Source: an optimization exercise on an open RTL-to-GDS flow (aim: a short achievable clock period and few clock cycles per item). Production flows keep margins and buffers that such runs may drop.
The RTL was checked by simulation tests, not by an equivalence proof against the original design.
No activity file was given, so power comes from the tool's default toggle rates.

File: flow/run.sh
#!/bin/bash
# synth_recipe.tcl (not shown) runs the flow's synth.tcl, then flattens the netlist and writes it again
# the make line also repeats each setting of config.mk as NAME=value (left out here)
make -C /OpenROAD-flow-scripts/flow DESIGN_CONFIG=/design/flow/config.mk WORK_HOME=/design/flow/orfs CLKGATE_MAP_FILE= SYNTH_SCRIPT=/design/flow/synth_recipe.tcl finish
File: flow/config.mk
export PLATFORM = sky130hd
export DESIGN_NAME = huff_len_top
export DESIGN_NICKNAME = huff_len_top
export VERILOG_FILES = /design/flow/design.v
export SDC_FILE = /design/flow/constraint.sdc
export NUM_CORES = 4
export LEC_CHECK = 0
export ABC_CLOCK_PERIOD_IN_PS = 2000
export CAP_MARGIN = 20
export CORE_MARGIN = 2
export CORE_UTILIZATION = 40
export PLACE_DENSITY = 0.45
export SETUP_SLACK_MARGIN = 3.6
export SLEW_MARGIN = 20
export TNS_END_PERCENT = 10
File: flow/constraint.sdc
create_clock -name core_clock -period 6.5 [get_ports {clk}]
set_input_delay 1.3000 -clock core_clock [delete_from_list [all_inputs] [get_ports {clk}]]
set_output_delay 1.3000 -clock core_clock [all_outputs]
set_load 0.01 [all_outputs]
File: flow/design.v
`default_nettype none
package huff_len_pkg;
	typedef enum logic [2:0] {
		TR_IDLE,
		TR_READ_LEAF,
		TR_WALK,
		TR_NEXT_LEAF,
		TR_DONE
	} trace_state_t;
	typedef enum logic [2:0] {
		LIM_IDLE,
		LIM_TRACING,
		LIM_SCAN,
		LIM_ADJUST,
		LIM_DONE
	} limit_state_t;
	typedef enum logic [1:0] {
		ADJ_NONE,
		ADJ_INCR,
		ADJ_SPLIT
	} adjust_op_t;
endpackage
`default_nettype wire
`timescale 1ns/100ps
`default_nettype none
module huff_len_top
(
	input  logic                   clk,
	input  logic                   rstN,
	input  logic                   start,
	output logic                   done,
	output logic                   tree_rd,
	output logic [9-1:0]  tree_addr,
	input  logic [9-1:0]  tree_parent,
	input  logic [4-1:0]   rd_addr,
	output logic [9-1:0]   rd_count
);
	localparam int GK   = 4;			 
	localparam int NSRC = 3 * GK + 1;	 
	localparam logic [1:0] RS_IDLE = 2'd0, RS_SCAN = 2'd1, RS_PROBE = 2'd2;
	logic [1:0]  rs;
	logic        rd_q;
	logic [8:0]  addr_q;
	logic        start_q;
	logic        sc1, sc2;		 
	logic        pr1, pr2;		 
	logic        pl1, pl2;		 
	logic [8:0]  par_q;
	logic        sdone;			 
	logic [8:0]  xi;			 
	logic [8:0]  xs;			 
	logic        hit_in;		 
	logic        scan_end;		 
	logic        found;			 
	logic        empty;			 
	assign tree_rd   = rd_q;
	assign tree_addr = addr_q;
	assign hit_in   = sc1 && !sdone && tree_parent == '0;
	assign scan_end = sc2 && !sdone && par_q != '0 && xs == 9'd510;
	always_ff @(posedge clk or negedge rstN)
	begin
		if (!rstN)
		begin
			rs      <= RS_IDLE;
			rd_q    <= 1'b1;
			addr_q  <= 9'd256;
			start_q <= 1'b0;
			sc1     <= 1'b0;
			sc2     <= 1'b0;
			pr1     <= 1'b0;
			pr2     <= 1'b0;
			pl1     <= 1'b0;
			pl2     <= 1'b0;
			sdone   <= 1'b1;
			found   <= 1'b0;
			empty   <= 1'b0;
		end
		else
		begin
			start_q <= start;
			sc1     <= (rs == RS_IDLE && start) || rs == RS_SCAN;
			sc2     <= sc1;
			pr1     <= rs == RS_PROBE;
			pr2     <= pr1;
			pl1     <= rs == RS_PROBE && addr_q == 9'd255;
			pl2     <= pl1;
			rd_q    <= 1'b1;
			case (rs)
				RS_IDLE:
				begin
					addr_q <= start ? 9'd257 : 9'd256;
					if (start)
						rs <= RS_SCAN;
				end
				RS_SCAN:
				begin
					if (addr_q != 9'd511)
						addr_q <= addr_q + 9'd1;
					if (hit_in)
					begin
						addr_q <= 9'd0;
						rs     <= RS_PROBE;
					end
					else if (scan_end)
					begin
						addr_q <= 9'd256;
						rs     <= RS_IDLE;
					end
				end
				default:
				begin
					addr_q <= addr_q + 9'd1;
					if (found || (pr2 && par_q[8]) || addr_q == 9'd255)
					begin
						addr_q <= 9'd256;
						rs     <= RS_IDLE;
					end
				end
			endcase
			if (start)
			begin
				sdone <= 1'b0;
				found <= 1'b0;
				empty <= 1'b0;
			end
			else
			begin
				if (hit_in || scan_end)
					sdone <= 1'b1;
				if (scan_end)
					empty <= 1'b1;
				if (pr2 && par_q[8])
					found <= 1'b1;
				if (pl2 && !par_q[8] && !found)
					empty <= 1'b1;
			end
		end
	end
	always_ff @(posedge clk)
		par_q <= tree_parent;
	always_ff @(posedge clk)
	begin
		if (rs == RS_IDLE && start)
			xi <= 9'd256;
		else if (sc1 && !sdone)
			xi <= xi + 9'd1;
		xs <= xi;
	end
	localparam int NE = 256 + GK;
	logic [7:0]  ent [0:NE-1];
	logic        push;
	logic        shift;
	logic [7:0]  push_d;
	logic [4:0]  dep [0:GK-1];
	assign push   = sc2 && !sdone;
	assign push_d = par_q[7:0] - xs[7:0];
	always_ff @(posedge clk)
	begin
		if (push)
		begin
			ent[0] <= push_d;
			for (int j = 1; j < NE; j++)
				ent[j] <= ent[j - 1];
		end
		else if (shift)
		begin
			for (int j = 0; j < NE - GK; j++)
				ent[j] <= ent[j + GK];
			for (int i = 0; i < GK; i++)
				ent[NE - GK + i] <= {3'd0, dep[i]};
		end
	end
	logic        pass_on;
	logic [8:0]  pass_rem;		 
	logic [7:0]  hq;			 
	logic        rt_p [0:GK-1];
	logic [GK-1:0] ing_p [0:GK-1];	 
	logic [2*GK-1:0] byp_p [0:GK-1];	 
	logic        lk_p [0:GK-1];
	logic [7:0]  j_p [0:GK-1];
	logic        v_p [0:GK-1];
	logic        rt_0 [0:GK-1];
	logic [GK-1:0] ing_0 [0:GK-1];
	logic [2*GK-1:0] byp_0 [0:GK-1];
	logic        lk_0 [0:GK-1];
	logic [7:0]  j_0 [0:GK-1];
	logic        v_0 [0:GK-1];
	logic        last_0;
	logic [4:0]  cand [0:GK-1][0:7];
	logic [NSRC-1:0] srcv_a [0:GK-1];
	logic [GK:0] hop_a [0:GK-1];
	logic [4:0]  cand_1 [0:GK-1][0:7];
	logic [2:0]  jh_1 [0:GK-1];
	logic [NSRC-1:0] srcv_1 [0:GK-1];
	logic [GK:0] hop_1 [0:GK-1];
	logic        rt_1 [0:GK-1];
	logic [GK-1:0] ing_1 [0:GK-1];
	logic [2*GK-1:0] byp_1 [0:GK-1];
	logic        lk_1 [0:GK-1];
	logic        v_1 [0:GK-1];
	logic        last_1;
	logic [NSRC-1:0] srcv_b [0:GK-1];
	logic [GK:0] hop_b [0:GK-1];
	logic [4:0]  srv_2 [0:GK-1];
	logic [NSRC-1:0] srcv_2 [0:GK-1];
	logic [3:0]  off_2 [0:GK-1];
	logic        v_2 [0:GK-1];
	logic        last_2;
	logic [4:0]  srcval [0:NSRC-1];
	logic [4:0]  base [0:GK-1];
	logic [5:0]  dsum [0:GK-1];
	logic        v_h [0:GK-1];
	logic        last_h;
	logic        cv;			 
	assign shift = pass_on || last_0 || last_1 || last_2;
	always_comb
	begin
		for (int i = 0; i < GK; i++)
		begin
			logic [7:0] dl;
			dl = (i == 0) ? hq : ent[i - 1];
			v_p[i]   = 9'(i) < pass_rem;
			rt_p[i]  = dl == 8'd0;
			j_p[i]   = dl - 8'(i + 2 * GK + 1);
			ing_p[i] = '0;
			byp_p[i] = '0;
			for (int p = 0; p < i; p++)
				ing_p[i][p] = dl == 8'(i - p);
			for (int b = 0; b < 2 * GK; b++)
				byp_p[i][b] = dl == 8'(i + b + 1);
			lk_p[i]  = dl > 8'(i + 2 * GK);
		end
	end
	function automatic logic [NSRC-1:0] own_src(input logic rt, input logic [2*GK-1:0] byp, input logic lk, input int i);
		own_src = '0;
		own_src[NSRC - 1] = rt;
		for (int b = 0; b < 2 * GK; b++)
			own_src[GK + b] = byp[b];
		own_src[i] = lk;
	endfunction
	always_comb
	begin
		for (int i = 0; i < GK; i++)
		begin
			srcv_a[i] = '0;
			hop_a[i]  = '0;
		end
		for (int i = 0; i < GK / 2; i++)
		begin
			if (ing_0[i] == '0)
			begin
				srcv_a[i] = own_src(rt_0[i], byp_0[i], lk_0[i], i);
				hop_a[i]  = rt_0[i] ? (GK + 1)'(1) : (GK + 1)'(2);
			end
			else
			begin
				for (int p = 0; p < i; p++)
				begin
					if (ing_0[i][p])
					begin
						srcv_a[i] = srcv_a[i] | srcv_a[p];
						hop_a[i]  = hop_a[i] | (hop_a[p] << 1);
					end
				end
			end
		end
	end
	always_comb
	begin
		for (int i = 0; i < GK; i++)
		begin
			srcv_b[i] = srcv_1[i];
			hop_b[i]  = hop_1[i];
		end
		for (int i = GK / 2; i < GK; i++)
		begin
			srcv_b[i] = '0;
			hop_b[i]  = '0;
			if (ing_1[i] == '0)
			begin
				srcv_b[i] = own_src(rt_1[i], byp_1[i], lk_1[i], i);
				hop_b[i]  = rt_1[i] ? (GK + 1)'(1) : (GK + 1)'(2);
			end
			else
			begin
				for (int p = 0; p < i; p++)
				begin
					if (ing_1[i][p])
					begin
						srcv_b[i] = srcv_b[i] | srcv_b[p];
						hop_b[i]  = hop_b[i] | (hop_b[p] << 1);
					end
				end
			end
		end
	end
	always_ff @(posedge clk or negedge rstN)
	begin
		if (!rstN)
		begin
			pass_on <= 1'b0;
			last_0  <= 1'b0;
			last_1  <= 1'b0;
			last_2  <= 1'b0;
			last_h  <= 1'b0;
			cv      <= 1'b0;
			for (int i = 0; i < GK; i++)
			begin
				v_0[i] <= 1'b0;
				v_1[i] <= 1'b0;
				v_2[i] <= 1'b0;
				v_h[i] <= 1'b0;
			end
		end
		else
		begin
			if (hit_in)
				pass_on <= 1'b1;
			else if (pass_on && pass_rem <= 9'(GK))
				pass_on <= 1'b0;
			last_0 <= pass_on && pass_rem <= 9'(GK);
			last_1 <= last_0;
			last_2 <= last_1;
			last_h <= last_2;
			cv     <= last_h;
			for (int i = 0; i < GK; i++)
			begin
				v_0[i] <= pass_on && v_p[i];
				v_1[i] <= v_0[i];
				v_2[i] <= v_1[i];
				v_h[i] <= v_2[i];
			end
		end
	end
	always_ff @(posedge clk)
	begin
		if (hit_in)
		begin
			pass_rem <= xi - 9'd255;
			hq       <= 8'd0;
		end
		else
		begin
			if (pass_on)
				pass_rem <= pass_rem - 9'(GK);
			if (shift)
				hq <= ent[GK - 1];
		end
		for (int i = 0; i < GK; i++)
		begin
			rt_0[i]  <= rt_p[i];
			ing_0[i] <= ing_p[i];
			byp_0[i] <= byp_p[i];
			lk_0[i]  <= lk_p[i];
			j_0[i]   <= j_p[i];
		end
	end
	always_comb
	begin
		for (int i = 0; i < GK; i++)
			for (int g = 0; g < 8; g++)
				cand[i][g] = ent[NE - 1 - {g[2:0], j_0[i][4:0]}][4:0];
	end
	always_ff @(posedge clk)
	begin
		for (int i = 0; i < GK; i++)
		begin
			for (int g = 0; g < 8; g++)
				cand_1[i][g] <= cand[i][g];
			jh_1[i]   <= j_0[i][7:5];
			srcv_1[i] <= srcv_a[i];
			hop_1[i]  <= hop_a[i];
			rt_1[i]   <= rt_0[i];
			ing_1[i]  <= ing_0[i];
			byp_1[i]  <= byp_0[i];
			lk_1[i]   <= lk_0[i];
		end
	end
	always_ff @(posedge clk)
	begin
		for (int i = 0; i < GK; i++)
		begin
			logic [3:0] o;
			srv_2[i]  <= cand_1[i][jh_1[i]];
			srcv_2[i] <= srcv_b[i];
			o = '0;
			for (int h = 0; h <= GK; h++)
				if (hop_b[i][h])
					o = o | 4'(h);
			off_2[i]  <= o;
		end
	end
	always_comb
	begin
		for (int k = 0; k < GK; k++)
			srcval[k] = srv_2[k];
		for (int b = 0; b < 2 * GK; b++)
			srcval[GK + b] = ent[NE - 1 - b][4:0];
		srcval[NSRC - 1] = 5'd0;
		for (int i = 0; i < GK; i++)
		begin
			base[i] = '0;
			for (int k = 0; k < NSRC; k++)
				base[i] = base[i] | (srcv_2[i][k] ? srcval[k] : 5'd0);
			dsum[i] = {1'b0, base[i]} + {2'd0, off_2[i]};
			dep[i]  = (dsum[i] >= 6'd16) ? 5'd16 : dsum[i][4:0];
		end
	end
	logic [8:0]  ih [0:16];
	function automatic logic [3:0] popc(input logic [GK-1:0] b);
		logic [3:0] s [0:2*GK-1];
		for (int i = 0; i < GK; i++)
			s[GK + i] = {3'd0, b[i]};
		for (int i = GK - 1; i >= 1; i--)
			s[i] = s[2 * i] + s[2 * i + 1];
		popc = s[1];
	endfunction
	always_ff @(posedge clk)
	begin
		if (start_q)
		begin
			for (int d = 0; d <= 16; d++)
				ih[d] <= '0;
		end
		else
		begin
			for (int d = 0; d <= 16; d++)
			begin
				logic [GK-1:0] hit;
				for (int i = 0; i < GK; i++)
					hit[i] = v_h[i] && ent[NE - GK + i][4:0] == 5'(d);
				ih[d] <= ih[d] + {5'd0, popc(hit)};
			end
		end
	end
	logic [8:0]  cnt [1:15];
	logic [7:0]  kk;		 
	localparam logic [2:0] LS_IDLE = 3'd0, LS_WAIT = 3'd1, LS_LEVEL = 3'd2, LS_UNITS = 3'd4, LS_SPLIT = 3'd5;
	logic [2:0]  ls;
	logic        done_q;
	logic        go;			 
	logic [14:0] lvh;		 
	logic [7:0]  cdr [0:12];	 
	logic [8:0]  csh [0:12];	 
	logic [7:0]  uu;
	logic [7:0]  qd, rd;		 
	logic [8:0]  k_sum14, k_sumk;
	logic [8:0]  cv14, cvk;
	logic        full14;		 
	logic        eq14;		 
	logic        full;
	logic        lt_d;		 
	logic        take;
	logic [7:0]  kclr;
	logic        kfin_split;
	function automatic int dv_mul(input int l);
		case (l)
			13: dv_mul = 171;
			12: dv_mul = 293;
			11: dv_mul = 137;
			10: dv_mul = 265;
			9:  dv_mul = 261;
			default: dv_mul = 259;
		endcase
	endfunction
	function automatic int dv_sh(input int l);
		case (l)
			13: dv_sh = 9;
			12: dv_sh = 11;
			11: dv_sh = 11;
			10: dv_sh = 13;
			9:  dv_sh = 14;
			default: dv_sh = 15;
		endcase
	endfunction
	function automatic logic [7:0] sat_mul(input logic [8:0] c, input int s);
		logic [23:0] p;
		p = ({15'd0, c} << s) - {15'd0, c};
		sat_mul = (p > 24'd255) ? 8'd255 : p[7:0];
	endfunction
	assign go = ls == LS_WAIT && found;
	always_comb
	begin
		cv14    = {ih[13][7:0], 1'b0} - ih[14];
		cvk     = ih[15] + ((ih[16] + 9'd1) >> 1);
		k_sum14 = cnt[15] + cnt[14];
		k_sumk  = cnt[15] + {1'b0, kk};
		full    = kk >= cdr[0];
		lt_d    = 1'b0;
		qd      = '0;
		rd      = kk;
		take    = 1'b0;
		kclr    = kk;
		for (int l = 8; l <= 13; l++)
		begin
			if (lvh[l])
			begin
				lt_d  = {4'd0, kk} < ((12'd1 << (15 - l)) - 12'd1);
				qd    = 8'(({8'd0, kk} * 16'(dv_mul(l))) >> dv_sh(l));
				rd    = kk - 8'((16'(uu) << (15 - l)) - 16'(uu));
			end
		end
		for (int l = 1; l < 8; l++)
			if (lvh[l])
				lt_d = 1'b1;
		for (int l = 1; l <= 13; l++)
		begin
			if (lvh[l])
			begin
				take = (kk >> (14 - l)) != 8'd0;
				kclr = kk & ~(8'd1 << (14 - l));
			end
		end
		kfin_split = take ? (kclr == 8'd0) : (kk == 8'd1);
	end
	always_ff @(posedge clk or negedge rstN)
	begin
		if (!rstN)
		begin
			ls     <= LS_IDLE;
			done_q <= 1'b0;
		end
		else
		begin
			if (start)
			begin
				done_q <= 1'b0;
				ls     <= LS_IDLE;
			end
			else
			begin
				if (scan_end)
					done_q <= 1'b1;
				case (ls)
					LS_IDLE:
					begin
						if (cv)
							ls <= LS_WAIT;
					end
					LS_WAIT:
					begin
						if (empty)
						begin
							ls     <= LS_IDLE;
							done_q <= 1'b1;
						end
						else if (found)
						begin
							if (kk == '0 || !full14 || eq14)
							begin
								ls     <= LS_IDLE;
								done_q <= 1'b1;
							end
							else
								ls <= LS_LEVEL;
						end
					end
					LS_LEVEL:
					begin
						if (full)
						begin
							if (kk == cdr[0] || lvh[1])
							begin
								ls     <= LS_IDLE;
								done_q <= 1'b1;
							end
						end
						else
							ls <= lt_d ? LS_SPLIT : LS_UNITS;
					end
					LS_UNITS:
					begin
						if (rd == '0)
						begin
							ls     <= LS_IDLE;
							done_q <= 1'b1;
						end
						else
							ls <= LS_SPLIT;
					end
					default:
					begin
						if (kfin_split)
						begin
							ls     <= LS_IDLE;
							done_q <= 1'b1;
						end
					end
				endcase
			end
		end
	end
	always_ff @(posedge clk)
	begin
		if (start_q)
		begin
			for (int i = 1; i <= 15; i++)
				cnt[i] <= '0;
			kk <= '0;
		end
		else if (cv)
		begin
			for (int d = 1; d <= 13; d++)
				cnt[d] <= {ih[d - 1][7:0], 1'b0} - ih[d];
			cnt[14] <= cv14;
			cnt[15] <= {ih[14][7:0], 1'b0} + ih[15] + ih[16];
			kk      <= cvk[7:0];
			full14  <= cv14 <= cvk;
			eq14    <= cv14 == cvk;
		end
		else if (ls == LS_WAIT)
		begin
			if (empty)
			begin
				for (int i = 1; i <= 15; i++)
					cnt[i] <= '0;
			end
			else if (found && kk != '0)
			begin
				if (full14)
				begin
					cnt[14] <= '0;
					cnt[15] <= k_sum14;
					kk      <= kk - cnt[14][7:0];
				end
				else
				begin
					cnt[14] <= cnt[14] - {1'b0, kk};
					cnt[15] <= k_sumk;
				end
			end
		end
		else if (ls == LS_LEVEL)
		begin
			if (full)
			begin
				for (int l = 1; l <= 13; l++)
					if (lvh[l])
						cnt[l] <= '0;
				cnt[15] <= cnt[15] + csh[0];
				kk      <= kk - cdr[0];
			end
		end
		else if (ls == LS_UNITS)
		begin
			for (int l = 1; l <= 13; l++)
				if (lvh[l])
					cnt[l] <= cnt[l] - {1'd0, uu};
			cnt[15] <= cnt[15] + {1'd0, uu};
			kk      <= rd;
		end
		else if (ls == LS_SPLIT)
		begin
			for (int l = 1; l <= 13; l++)
			begin
				if (lvh[l])
				begin
					cnt[l]     <= cnt[l] - 9'd1;
					cnt[l + 1] <= take ? 9'd1 : 9'd2;
				end
			end
			if (!take)
				cnt[15] <= cnt[15] - 9'd1;
			kk <= take ? kclr : kk - 8'd1;
		end
	end
	always_ff @(posedge clk)
	begin
		if (go)
		begin
			lvh <= 15'd1 << 13;
			for (int l = 1; l <= 13; l++)
			begin
				cdr[13 - l] <= sat_mul(cnt[l], 15 - l);
				csh[13 - l] <= cnt[l];
			end
		end
		else if (ls == LS_LEVEL)
		begin
			if (full)
			begin
				lvh <= lvh >> 1;
				for (int i = 0; i < 12; i++)
				begin
					cdr[i] <= cdr[i + 1];
					csh[i] <= csh[i + 1];
				end
			end
			uu   <= qd;
		end
		else if (ls == LS_SPLIT)
			lvh <= lvh << 1;
	end
	always_ff @(posedge clk)
	begin
		if (rd_addr == '0)
			rd_count <= '0;
		else
			rd_count <= cnt[rd_addr];
	end
	assign done = done_q;
endmodule
`default_nettype wire
==> summary.txt <==
Synth Net Count around 25k; GRT Total Usage 0.7767; Rows between 200 and 300; Chip Width around 720 microns; largest family of logic cells by synthesized area compound AO/OA/AOI/OAI gates; Halt Stage global routing (5_1_grt); dpl cells 30.32k; Synth Area in Simple Gates 0.2227; die height roughly 720 microns; I/O pin count 36; RD Place Congestion 1.261; top_reg_cell synth edfxtp_1; TritonCTS buffer count roughly 350; vias in the first global route about 260k; GRT Residual Overflow 1470; DP Wirelength around 1300000 microns; pin count of the biggest net entering global routing 223; Post-synth ARST share 0.01522; Clock Sinks ~3.1k; Mapped Cells around 24k; CTS Buffer Depth 4; most frequent cells after synthesis 7258 x nand2_1, 2766 x a22oi_1, 2319 x edfxtp_1; outcome aborted with a tool error; Area contributors post-synth edfxtp_1 34%, nand2_1 13%, a22oi_1 10%; IO Port Bufs 34; number of flops mapped to enable cells by yosys ~2.3k; H-tree depth 5; clock root cell clkbuf_16; Mean Syn Cell Area roughly 8.5 sq um; post-synthesis adder-cell area fraction 0.04554; top-area cell type share of the netlist area 0.3413; sequential share of the synthesized area 0.4180; mux contribution to synthesized area 0.01438; dpl ws 1.183 ns; Post-Syn Area roughly 0.2 sq mm; Synth area leader edfxtp_1; first-pass GRT wire length 2712000 microns; First Err [ERROR GRT-0116] Global routing finished with congestion. Check the congestion regions in the DRC Viewer.; post-synthesis xor/xnor area fraction 0.02183; Seq cells post-synth around 3k; count leader, synth nand2_1; initial core utilization 0.4013; YS warnings 67; Synth Area in Compound Gates 0.2243; Yosys cell types about 100
[through the flow]
stage          hold WS [ns]  total power [mW]    util  instance area, sq um
2_1_floorplan        0.3096             66.41       -                204100
3_3_place_gp         0.3100             110.0  0.4338                220600
3_5_place_dp         0.3128             110.5  0.4344                220900
4_1_cts              0.2462             140.3  0.4967                252500
[how the worst max path moves through the flow]
stage	start	end	slack (ns)	depth (start not counted)
2_1_floorplan	sdone$_DFFE_PN1P_	ent[0][0]$_DFFE_PP_	-3.24	6
3_3_place_gp	j_0[2][4]$_DFF_P_	cand_1[22][3]$_DFF_P_	0.05	11
3_5_place_dp	j_0[2][4]$_DFF_P_	cand_1[18][3]$_DFF_P_	1.18	11
4_1_cts	kk[3]$_SDFFE_PP0P_	uu[6]$_SDFFCE_PN0P_	2.50	16
[power by group through the flow]
stage / Sequential, mW / Combinational [mW] / Clock, mW
floorplan: 37.7 / 28.8 / 0
CTS: 45.5 / 73.0 / 21.7
detailed placement: 45.7 / 64.7 / 0
global placement: 45.8 / 64.2 / 0
[cell families after synthesis]
kind of cell | Yosys count
and+or+nand+nor | 10700
AOI/OAI and AO/OA | 6080
DFF | 3089
buffers and inverters | 2821
adders and majority gates | 664
xor gates and xnor gates | 507
muxes | 259
other | 1
[timing repair]
action                                  in CTS
endpoints found under the setup margin    3214
gates cloned                                47
buffers inserted                           977
endpoints found under the hold margin        0
hold buffers                                 0
resized for setup                         1979
pin swaps                                  702
[metal layers]
metal | GRT overflow | track usage
met4 | 583 | 0.7506
met3 | 11 | 0.6437
met5 | 1 | 0.4104
met2 | 869 | 0.9080
met1 | 6 | 0.7932
Testbench counts, summed over its fixed seeds: cycles 12,299, trees 48.
